What follows belongs to an exercise in optimizing a design on an open flow for small area; a production flow would make more cautious choices. Only simulation tests tie the RTL to the original design; equivalence was not proved. No activity file was given, so power comes from the tool's default toggle rates.

== the baseline ==
==> flow/design.v <==
module io_input_conditioner #(
    parameter int N_SW            = 32,
    parameter int N_BTN           = 4,
    parameter int DEBOUNCE_CYCLES = 500000,
    parameter bit BTN_ACTIVE_LOW  = 1'b1
) (
    input  logic             i_clk,
    input  logic             i_rst,
    input  logic [N_SW-1:0]  i_sw_raw,
    input  logic [N_BTN-1:0] i_btn_raw,
    output logic [N_SW-1:0]  o_io_sw,
    output logic [N_BTN-1:0] o_io_btn,
    output logic [N_BTN-1:0] o_btn_press,
    output logic [N_BTN-1:0] o_btn_release,
    output logic             o_sw_change
);
    localparam int N = N_SW + N_BTN;
    logic [N-1:0]     stable;
    logic [N_BTN-1:0] press_q;
    logic [N_BTN-1:0] release_q;
    logic             sw_change_q;
    if (DEBOUNCE_CYCLES == 500000) begin : g_seq
        localparam int            CW       = 19;
        localparam int            TAP      = 5;
        localparam logic          FB_INV   = 1'b0;
        localparam logic [CW-1:0] CNT_LAST = 19'h118d0;
        localparam logic [CW-1:0] CNT_MASK = 19'h5ffff;
        logic [N-1:0]  sync1;
        logic [N-1:0]  sync2;
        logic [N-1:0]  lvl;       
        logic [N-1:0]  term;
        logic [N-1:0]  diff;
        logic [N-1:0]  upd;
        logic [N-1:0]  clr;
        logic [CW-1:0] cnt [N];
        logic          rst_d1, rst_d2, hold;
        always_ff @(posedge i_clk) begin
            sync1  <= {i_btn_raw, i_sw_raw};
            sync2  <= sync1;
            rst_d1 <= i_rst;
            rst_d2 <= rst_d1;
        end
        assign lvl  = {(BTN_ACTIVE_LOW ? ~sync2[N-1:N_SW] : sync2[N-1:N_SW]),
                       sync2[N_SW-1:0]};
        assign hold = i_rst | rst_d1 | rst_d2;
        for (genvar i = 0; i < N; i++) begin : g_bit
            assign term[i] = ((cnt[i] ^ CNT_LAST) & CNT_MASK) == '0;
            assign diff[i] = lvl[i] ^ stable[i];
            assign upd[i]  = diff[i] & term[i];
            assign clr[i]  = hold | ~diff[i] | term[i];
            always_ff @(posedge i_clk) begin
                if (clr[i]) begin
                    cnt[i] <= '0;
                end else begin
                    cnt[i] <= {~cnt[i][CW-2:0],
                               cnt[i][CW-1] ^ cnt[i][TAP] ^ FB_INV};
                end
            end
        end
        always_ff @(posedge i_clk) begin
            if (i_rst) begin
                stable      <= '0;
                press_q     <= '0;
                release_q   <= '0;
                sw_change_q <= 1'b0;
            end else begin
                stable      <= stable ^ upd;
                press_q     <= upd[N-1:N_SW] & lvl[N-1:N_SW];
                release_q   <= upd[N-1:N_SW] & ~lvl[N-1:N_SW];
                sw_change_q <= |upd[N_SW-1:0];
            end
        end
    end else begin : g_bin
        localparam int CW = $clog2(DEBOUNCE_CYCLES + 1);
        localparam logic [CW-1:0] CNT_LAST = CW'(DEBOUNCE_CYCLES - 1);
        logic [N-1:0]  sync1;
        logic [N-1:0]  sync2;
        logic [N-1:0]  upd;
        logic [CW-1:0] cnt [N];
        always_comb begin
            for (int i = 0; i < N; i++) begin
                upd[i] = (sync2[i] != stable[i]) && (cnt[i] == CNT_LAST);
            end
        end
        always_ff @(posedge i_clk) begin
            if (i_rst) begin
                sync1       <= '0;
                sync2       <= '0;
                stable      <= '0;
                press_q     <= '0;
                release_q   <= '0;
                sw_change_q <= 1'b0;
                for (int i = 0; i < N; i++) begin
                    cnt[i] <= '0;
                end
            end else begin
                sync1 <= {(BTN_ACTIVE_LOW ? ~i_btn_raw : i_btn_raw), i_sw_raw};
                sync2 <= sync1;
                for (int i = 0; i < N; i++) begin
                    if (sync2[i] == stable[i]) begin
                        cnt[i] <= '0;
                    end else if (upd[i]) begin
                        stable[i] <= sync2[i];
                        cnt[i]    <= '0;
                    end else begin
                        cnt[i] <= cnt[i] + CW'(1);
                    end
                end
                press_q     <= upd[N-1:N_SW] & sync2[N-1:N_SW];
                release_q   <= upd[N-1:N_SW] & ~sync2[N-1:N_SW];
                sw_change_q <= |upd[N_SW-1:0];
            end
        end
    end
    assign o_io_sw       = stable[N_SW-1:0];
    assign o_io_btn      = stable[N-1:N_SW];
    assign o_btn_press   = press_q;
    assign o_btn_release = release_q;
    assign o_sw_change   = sw_change_q;
endmodule
clock: 10.0 ns
lec_check: 0
cap_margin: 20
core_margin: 2
core_utilization: 40
slew_margin: 20
standard.sh (not shown) runs the stock make flow with config.mk's settings and CLKGATE_MAP_FILE= SYNTH_SCRIPT=/design/flow/synth_recipe.tcl, a recipe that flattens the netlist after the stock synthesis.
==> flow/flow/run.sh <==
#!/bin/bash
cp standard.sh synth_recipe.tcl config.mk std_copy_ 2>/dev/null
bash standard.sh > standard.log 2>&1
The inputs of the candidate differ from those of the baseline as listed below.
==> flow/flow/run.sh <==
#!/bin/bash
# The standard layout (standard.sh) with these changes:
#  - synthesis maps logic with an area-only abc script (flow/synth.tcl),
#  - port buffers are the smallest buffer cell,
#  - clock tree: larger buffers, larger sink clusters, no dummy loads.
# Each step's full output is in orfs/logs/; make's own output in make_*.log.
set -uo pipefail
HERE=$(pwd)
source "$HERE/flow/knobs.sh"
export FLOW_ABC_SCRIPT="$HERE/flow/area.abc"
bash standard.sh SYNTH_SCRIPT="$HERE/flow/synth.tcl" ABC_AREA=1 \
  BUFFER_PORTS_ARGS="$BUFFER_PORTS_ARGS" CTS_ARGS="$CTS_ARGS" \
  "${EXTRA_MAKE[@]}" finish > "$HERE/make_finish.log" 2>&1
status=$?
grep -q "FLOW_ABC\|area.abc" orfs/logs/*/*/*/1_2_yosys.log && echo "abc script: flow/area.abc" >> "$HERE/make_finish.log"
exit $status
==> flow/flow/area.abc (new file) <==
strash
&get -n
&st
&dch
&nf -a
&put
topo
==> flow/flow/knobs.sh (new file) <==
BUFFER_PORTS_ARGS="-buffer_cell sky130_fd_sc_hd__buf_1"
CTS_ARGS="-sink_clustering_enable -repair_clock_nets -dont_use_dummy_load -buf_list sky130_fd_sc_hd__clkbuf_16 -sink_clustering_size 30 -sink_clustering_max_diameter 60"
EXTRA_MAKE=()
==> flow/flow/synth.tcl (new file) <==
# synth_recipe.tcl with one change: abc maps with flow/area.abc, an
# area-only script without abc's own buffering and gate sizing (repair_design
# buffers the nets that need it after placement).
proc synth {args} { yosys synth -nofsm -noshare {*}$args }
proc abc {args} {
  set i [lsearch -exact $args -script]
  if { $i >= 0 } {
    lset args [expr {$i + 1}] $::env(FLOW_ABC_SCRIPT)
  }
  yosys abc {*}$args
}
source $::env(SCRIPTS_DIR)/synth.tcl
# left out here: clear keep_hierarchy, flatten, clean up, hide names made inside functions, write 1_2_yosys.v
Findings:
Vertical extent of the die: the candidate vs the baseline down 6.7 µm. STATUS die area: the candidate wins against the baseline. Smallest hold slack delta (the candidate − the baseline): unfavourable.

---

## run 1
RTL: the design.v shown in full above, as it stands there.
export LEC_CHECK = 0
export CAP_MARGIN = 20
export CORE_MARGIN = 2
export CORE_UTILIZATION = 40
export CTS_BUF_LIST = sky130_fd_sc_hd__clkbuf_4 sky130_fd_sc_hd__clkbuf_8
export CTS_CLUSTER_SIZE = 24
export SLEW_MARGIN = 20
create_clock -name core_clock -period 10.0 [get_ports {i_clk}]
run.sh (not shown) runs the stock make flow with config.mk's settings and CLKGATE_MAP_FILE= SYNTH_SCRIPT=/design/flow/synth_recipe.tcl, a recipe that flattens the netlist after the stock synthesis.
Stock flow here: none of the scripts above is used.
The following lists how run 2 was set up differently from run 1:
Settings: removing CTS_BUF_LIST (formerly sky130_fd_sc_hd__clkbuf_4 sky130_fd_sc_hd__clkbuf_8); changing CORE_UTILIZATION from 40 to 60; removing CTS_CLUSTER_SIZE (formerly 24).
==> flow/flow/run.sh (new file) <==
#!/bin/bash
# The standard layout (standard.sh) with these changes:
#  - synthesis maps logic with an area-only abc script (flow/synth.tcl),
#  - port buffers are the smallest buffer cell,
#  - clock tree: larger buffers, larger sink clusters, no dummy loads.
# Each step's full output is in orfs/logs/; make's own output in make_*.log.
set -uo pipefail
HERE=$(pwd)
source "$HERE/flow/knobs.sh"
export FLOW_ABC_SCRIPT="$HERE/flow/area.abc"
bash standard.sh SYNTH_SCRIPT="$HERE/flow/synth.tcl" ABC_AREA=1 \
  BUFFER_PORTS_ARGS="$BUFFER_PORTS_ARGS" CTS_ARGS="$CTS_ARGS" \
  "${EXTRA_MAKE[@]}" finish > "$HERE/make_finish.log" 2>&1
status=$?
grep -q "FLOW_ABC\|area.abc" orfs/logs/*/*/*/1_2_yosys.log && echo "abc script: flow/area.abc" >> "$HERE/make_finish.log"
exit $status
==> flow/flow/area.abc (new file) <==
strash
&get -n
&st
&dch
&nf -a
&put
topo
==> flow/flow/knobs.sh (new file) <==
BUFFER_PORTS_ARGS="-buffer_cell sky130_fd_sc_hd__buf_1"
CTS_ARGS="-sink_clustering_enable -repair_clock_nets -dont_use_dummy_load -buf_list sky130_fd_sc_hd__clkbuf_16 -sink_clustering_size 34 -sink_clustering_max_diameter 70"
EXTRA_MAKE=()
==> flow/flow/synth.tcl (new file) <==
# synth_recipe.tcl with one change: abc maps with flow/area.abc, an
# area-only script without abc's own buffering and gate sizing (repair_design
# buffers the nets that need it after placement).
proc synth {args} { yosys synth -nofsm -noshare {*}$args }
proc abc {args} {
  set i [lsearch -exact $args -script]
  if { $i >= 0 } {
    lset args [expr {$i + 1}] $::env(FLOW_ABC_SCRIPT)
  }
  yosys abc {*}$args
}
source $::env(SCRIPTS_DIR)/synth.tcl
# left out here: clear keep_hierarchy, flatten, clean up, hide names made inside functions, write 1_2_yosys.v
==> flow/standard.sh (new file) <==
#!/bin/bash
# synth_recipe.tcl (not shown) runs the flow's synth.tcl, then flattens the netlist and writes it again
# the make line also repeats each setting of config.mk as NAME=value (left out here)
make -C /OpenROAD-flow-scripts/flow DESIGN_CONFIG=/design/flow/config.mk WORK_HOME=/design/flow/orfs CLKGATE_MAP_FILE= SYNTH_SCRIPT=/design/flow/synth_recipe.tcl "${@:-finish}"
removed: flow/run.sh
[summary]
- Per the comparison of run 2 with run 1, die area went down; area of the multi-input gates fell 820 um2; number of non-clock buffers in the layout higher; final non-filler cell total moved down.
- | area fraction in and, or, nand and nor cells after synthesis | run 2 vs run 1 | 0.27 points higher |
- Core util | run 2 vs run 1 | run 2 higher
- Diff run 1 -> run 2 | fraction of the cycle the final worst path needs | decrease of 1.2 points
- Run 2 ends up with a critical path buffer and inverter count that is 2 higher than in run 1.
- Run 2 vs run 1, capture point of the critical path: g_seq.cnt[10][0] vs o_io_sw[13]
Changes in run 3 relative to run 2:
Settings: CORE_UTILIZATION changed from 60 to 40.
==> flow/run.sh (new file) <==
#!/bin/bash
# synth_recipe.tcl (not shown) runs the flow's synth.tcl, then flattens the netlist and writes it again
# the make line also repeats each setting of config.mk as NAME=value (left out here)
make -C /OpenROAD-flow-scripts/flow DESIGN_CONFIG=/design/flow/config.mk WORK_HOME=/design/flow/orfs CLKGATE_MAP_FILE= SYNTH_SCRIPT=/design/flow/synth_recipe.tcl finish
removed: flow/flow/run.sh
removed: flow/flow/area.abc
removed: flow/flow/knobs.sh
removed: flow/flow/synth.tcl
removed: flow/standard.sh
==> comparison <==
- | required time of the critical path | run 3 vs run 2 | 2500 ps lower |
- Across both runs, actual transition at the worst max-transition pin was higher for run 3 than for run 2.
- Relative to run 2, the average cell area after synthesis of run 3 is higher by about 4.7%.
- Per the comparison of run 3 with run 2, routed wire length rose by 15%, overall routing resource usage lower.
- Diff run 2 -> run 3 | clock transition at the registers of the reported paths | decrease of 50 ps

---

## run A
Another version of the RTL of io_input_conditioner (not shown whole).
For scale: ~0.021 mm2 of cells after synthesis.
// io_input_conditioner
module io_input_conditioner #(
    parameter int N_SW            = 32,
    parameter int N_BTN           = 4,
    parameter int DEBOUNCE_CYCLES = 500000,
    parameter bit BTN_ACTIVE_LOW  = 1'b1
) (
    input  logic             i_clk,
    input  logic             i_rst,
    input  logic [N_SW-1:0]  i_sw_raw,
    input  logic [N_BTN-1:0] i_btn_raw,
    output logic [N_SW-1:0]  o_io_sw,
    output logic [N_BTN-1:0] o_io_btn,
    output logic [N_BTN-1:0] o_btn_press,
    output logic [N_BTN-1:0] o_btn_release,
    output logic             o_sw_change
);
    localparam int N = N_SW + N_BTN;
    logic [N-1:0]     stable;
    logic [N_BTN-1:0] press_q;
    logic [N_BTN-1:0] release_q;
    logic             sw_change_q;
    if (DEBOUNCE_CYCLES == 500000) begin : g_seq
        localparam int            CW       = 19;
        localparam int            TAP      = 11;
        localparam logic          FB_INV   = 1'b0;
        localparam logic [CW-1:0] CNT_ZERO = 19'h2d4ee;
        localparam logic [CW-1:0] CNT_LAST = 19'h6d4ee;
        localparam logic [CW-1:0] CNT_MASK = 19'h7ffff;
        logic [N-1:0]  sync1;
        logic [N-1:0]  lvl;       
        logic [N-1:0]  term;      
        logic [N-1:0]  nxt;       
        logic [N-1:0]  fb;
        logic [N-1:0]  clr;
        logic [CW-1:0] cnt [N];
        logic          rst_d1, hold;
        always_ff @(posedge i_clk) begin
            sync1  <= {i_btn_raw, i_sw_raw};
            rst_d1 <= i_rst;
        end
        assign lvl  = {(BTN_ACTIVE_LOW ? ~sync1[N-1:N_SW] : sync1[N-1:N_SW]),
                       sync1[N_SW-1:0]};
        assign hold = i_rst | rst_d1;
        for (genvar i = 0; i < N; i++) begin : g_bit
            assign term[i] = ((cnt[i] ^ CNT_LAST) & CNT_MASK) == '0;
            assign nxt[i]  = stable[i] ^ term[i];
            assign clr[i]  = hold | (lvl[i] == nxt[i]);
            assign fb[i]   = term[i] ? CNT_ZERO[0]
                                     : cnt[i][CW-1] ^ cnt[i][TAP] ^ FB_INV;
            always_ff @(posedge i_clk) begin
                if (clr[i]) begin
                    cnt[i] <= CNT_ZERO;
                end else begin
                    cnt[i] <= {~cnt[i][CW-2:0], fb[i]};
                end
            end
        end
        always_ff @(posedge i_clk) begin
            if (i_rst) begin
  ...
export LEC_CHECK = 0
export CAP_MARGIN = 20
export CORE_MARGIN = 2
export CORE_UTILIZATION = 65
export PLACE_DENSITY = 0.85
export SLEW_MARGIN = 20
create_clock -name core_clock -period 10.0 [get_ports {i_clk}]
standard.sh (not shown) runs the stock make flow with config.mk's settings and CLKGATE_MAP_FILE= SYNTH_SCRIPT=/design/flow/synth_recipe.tcl, a recipe that flattens the netlist after the stock synthesis.
==> flow/flow/run.sh <==
#!/bin/bash
# Layout flow: the standard layout (standard.sh) with these changes:
#  1. The standard synthesis runs unchanged (standard.sh synth). mapgen.py then
#     keeps its flip-flops exactly and writes the logic between them again,
#     gate by gate, in the structure the RTL describes. eqcheck.sh proves the
#     new netlist equal to the standard one (flip-flops cut and paired by
#     name); if that proof or mapgen.py fails, the standard netlist is kept.
#  2. Port buffers are the smallest buffer cell (buf_1).
set -uo pipefail
HERE=$(pwd)
source "$HERE/flow/knobs.sh"
R="$HERE/orfs/results/$FLOW_PLATFORM/io_input_conditioner/base"
export PLATFORM_LIB="$FLOW_HOME/platforms/$FLOW_PLATFORM/lib/sky130_fd_sc_hd__tt_025C_1v80.lib"

bash standard.sh synth > "$HERE/make_synth.log" 2>&1 || exit 1

cp "$R/1_2_yosys.v" "$HERE/standard_synth.v"
if python3 "$HERE/flow/mapgen.py" "$HERE/design.v" "$HERE/standard_synth.v" "$HERE/mapped.v" > "$HERE/mapgen.log" 2>&1 \
   && bash "$HERE/flow/eqcheck.sh" "$HERE/standard_synth.v" "$HERE/mapped.v" "$HERE" > "$HERE/eqcheck.log" 2>&1 \
   && grep -q EQUIV_OK "$HERE/eqcheck.log"; then
  echo "using mapped.v" >> "$HERE/mapgen.log"
  cp "$HERE/mapped.v" "$R/1_2_yosys.v"
  rm -f "$R/1_synth.odb" "$R/1_synth.sdc"
else
  echo "keeping the standard netlist" >> "$HERE/mapgen.log"
fi

bash standard.sh BUFFER_PORTS_ARGS="$BUFFER_PORTS_ARGS" CTS_ARGS="$CTS_ARGS" \
  "${EXTRA_MAKE[@]}" finish > "$HERE/make_finish.log" 2>&1
==> flow/flow/knobs.sh <==
BUFFER_PORTS_ARGS="-buffer_cell sky130_fd_sc_hd__buf_1"
CTS_ARGS="-sink_clustering_enable -repair_clock_nets -dont_use_dummy_load -buf_list sky130_fd_sc_hd__clkbuf_8 -sink_clustering_size 21 -sink_clustering_max_diameter 70"
EXTRA_MAKE=()
Other scripts of this flow, unchanged in this note and not shown: flow/flow/cut.py, flow/flow/eqcheck.sh, flow/flow/mapgen.py
Input-level comparison between run B and run A:
Settings: CORE_UTILIZATION now 40, was 65; PLACE_DENSITY no longer set, was 0.85.
diff --git a/flow/flow/run.sh b/flow/flow/run.sh
--- a/flow/flow/run.sh
+++ b/flow/flow/run.sh
@@ -8,2 +8,7 @@
 #  2. Port buffers are the smallest buffer cell (buf_1).
+#  3. Clock tree: clkbuf_8 buffers, sink clusters of up to 20 within 50 um,
+#     no dummy loads.
+# Each tool's full output is kept in this folder: make_synth.log,
+# mapgen.log, eqcheck_yosys.log, make_finish.log, and ORFS's own step logs
+# under orfs/logs/.
 set -uo pipefail
==> flow/flow/knobs.sh <==
BUFFER_PORTS_ARGS="-buffer_cell sky130_fd_sc_hd__buf_1"
CTS_ARGS="-sink_clustering_enable -repair_clock_nets -dont_use_dummy_load -buf_list sky130_fd_sc_hd__clkbuf_8 -sink_clustering_size 20 -sink_clustering_max_diameter 70"
EXTRA_MAKE=()
Notes after the runs:
Met1 usage: run B and run A compared, lower one is run B
[compare] base=run A new=run B: power share of the clock group moved up, power drawn by the clock network grew by about 7%, clock-cell share of area +0.20 points.
Run B can be clocked slower than run A.
There was hardly any difference in part of the power in combinational logic between run A and run B.
When run B is set beside run A, its share of final-layout standard cells stronger than drive strength 1 turns out to be 0.24 points larger.
Of run B and run A, it is run B that has the higher cell count.
Here is what was changed in the inputs of run C compared with run B.
Settings: putting PLACE_DENSITY at 0.85 where nothing was set; swapping 40 for 65 in CORE_UTILIZATION.
diff --git a/flow/flow/run.sh b/flow/flow/run.sh
--- a/flow/flow/run.sh
+++ b/flow/flow/run.sh
@@ -8,7 +8,2 @@
 #  2. Port buffers are the smallest buffer cell (buf_1).
-#  3. Clock tree: clkbuf_8 buffers, sink clusters of up to 20 within 50 um,
-#     no dummy loads.
-# Each tool's full output is kept in this folder: make_synth.log,
-# mapgen.log, eqcheck_yosys.log, make_finish.log, and ORFS's own step logs
-# under orfs/logs/.
 set -uo pipefail
==> comparison <==
Run C | status: complete | timing, DRC, antenna: pass
Comparing run B with run C, the count of buffer and inverter cells on the critical path came out essentially unchanged.
Final area came out lower on run C than on run B.
Run B ended up with sky130_fd_sc_hd__nor2_4 as its cell with the largest stage delay on the worst path; run C ended up with sky130_fd_sc_hd__buf_4.
From run B to run C the numbers moved as follows: post-placement worst setup slack saw an increase; critical path required time has decreased; residual overflow from global routing has remained practically unchanged; iteration count of the initial detailed-routing pass increased 2; area added between synthesis and finish lost 1.8 points.
In run C, wire length reported by the detailed router is lower than in run B.
Largest vdd supply drop was lower in the run labelled run B.
Global-route usage: run C > run B
Number of tap instances for run C: about 40% down relative to run B
The following lists how run D was set up differently from run C:
Settings: PLACE_DENSITY removed (was 0.85); CORE_UTILIZATION changed from 65 to 40.
diff --git a/flow/flow/run.sh b/flow/flow/run.sh
--- a/flow/flow/run.sh
+++ b/flow/flow/run.sh
@@ -8,2 +8,7 @@
 #  2. Port buffers are the smallest buffer cell (buf_1).
+#  3. Clock tree: clkbuf_8 buffers, sink clusters of up to 20 within 50 um,
+#     no dummy loads.
+# Each tool's full output is kept in this folder: make_synth.log,
+# mapgen.log, eqcheck_yosys.log, make_finish.log, and ORFS's own step logs
+# under orfs/logs/.
 set -uo pipefail
==> flow/flow/knobs.sh <==
BUFFER_PORTS_ARGS="-buffer_cell sky130_fd_sc_hd__buf_1"
CTS_ARGS="-sink_clustering_enable -repair_clock_nets -dont_use_dummy_load -buf_list sky130_fd_sc_hd__clkbuf_8 -sink_clustering_size 20 -sink_clustering_max_diameter 50"
EXTRA_MAKE=()
[summary]
Run D: met1 layer wirelength in the final routing higher than run C
| worst path arrival time | run D vs run C | 0.17 ns higher |
Design area (run D vs. run C) increases by a few percent
Changes in run E relative to run D:
Settings: CORE_UTILIZATION: 40 -> 80; PLACE_DENSITY: unset -> 0.92.
==> flow/flow/knobs.sh <==
BUFFER_PORTS_ARGS="-buffer_cell sky130_fd_sc_hd__buf_1"
CTS_ARGS="-sink_clustering_enable -repair_clock_nets -dont_use_dummy_load -buf_list sky130_fd_sc_hd__clkbuf_8 -sink_clustering_size 20 -sink_clustering_max_diameter 70"
EXTRA_MAKE=()
### Flow results
Delta(wire length, run E - run D) > 0
| final hold slack | run E vs run D | 0.013 ns higher |
Run E vs run D: design area down by a few percent
Run E against run D: timing-limited maximum frequency saw an increase; reg2reg setup slack has decreased; global-route wire length before repair has increased.
Run D → run E: critical path depth higher, half-perimeter wire length of the detailed placement result moved up, power density over the cells now sits lower.

## afterwards: timing with drivers on the ports
The flow's constraints put no driver on any port. The routed layouts listed below were extracted and timed again, unchanged, in two steps. Step 1 assumes that a clkbuf_16 drives the clock port and a buf_2 every other input. Step 2 times the ports against the registers' clock, not the clock port: input delays grow and output delays shrink by t, the midpoint of the rising clock arrivals with the driver on. Three values: ideal ports, drivers, drivers and shift; two values: the first two.
run | shift t [ns] | setup WS [ns] | worst hold slack (ns)
the baseline | 0.652 | 6.372 / 6.317 / 5.878 | 0.315 / 0.315 / 0.315
the candidate | 0.616 | 6.699 / 6.684 / 6.119 | 0.304 / 0.304 / 0.304
run 1 | 0.747 | 6.252 / 6.199 / 5.876 | 0.311 / 0.311 / 0.311
run 2 | 0.603 | 6.376 / 6.409 / 5.806 | 0.297 / 0.297 / 0.297
run 3 | 0.652 | 6.372 / 6.317 / 5.878 | 0.315 / 0.315 / 0.315
run A | 0.630 | 6.521 / 6.544 / 5.914 | 0.377 / 0.377 / 0.377
run B | 0.680 | 6.432 / 6.455 / 5.775 | 0.341 / 0.341 / 0.341
run C | 0.611 | 6.541 / 6.562 / 5.951 | 0.350 / 0.350 / 0.350
run D | 0.694 | 6.434 / 6.456 / 5.762 | 0.317 / 0.317 / 0.317
run E | 0.613 | 6.522 / 6.549 / 5.936 | 0.330 / 0.330 / 0.330
After both steps setup and hold are still met in every run listed. For run D, which loses most, drivers alone change the setup slack by +0.022 ns; drivers and shift together by -0.672 ns.
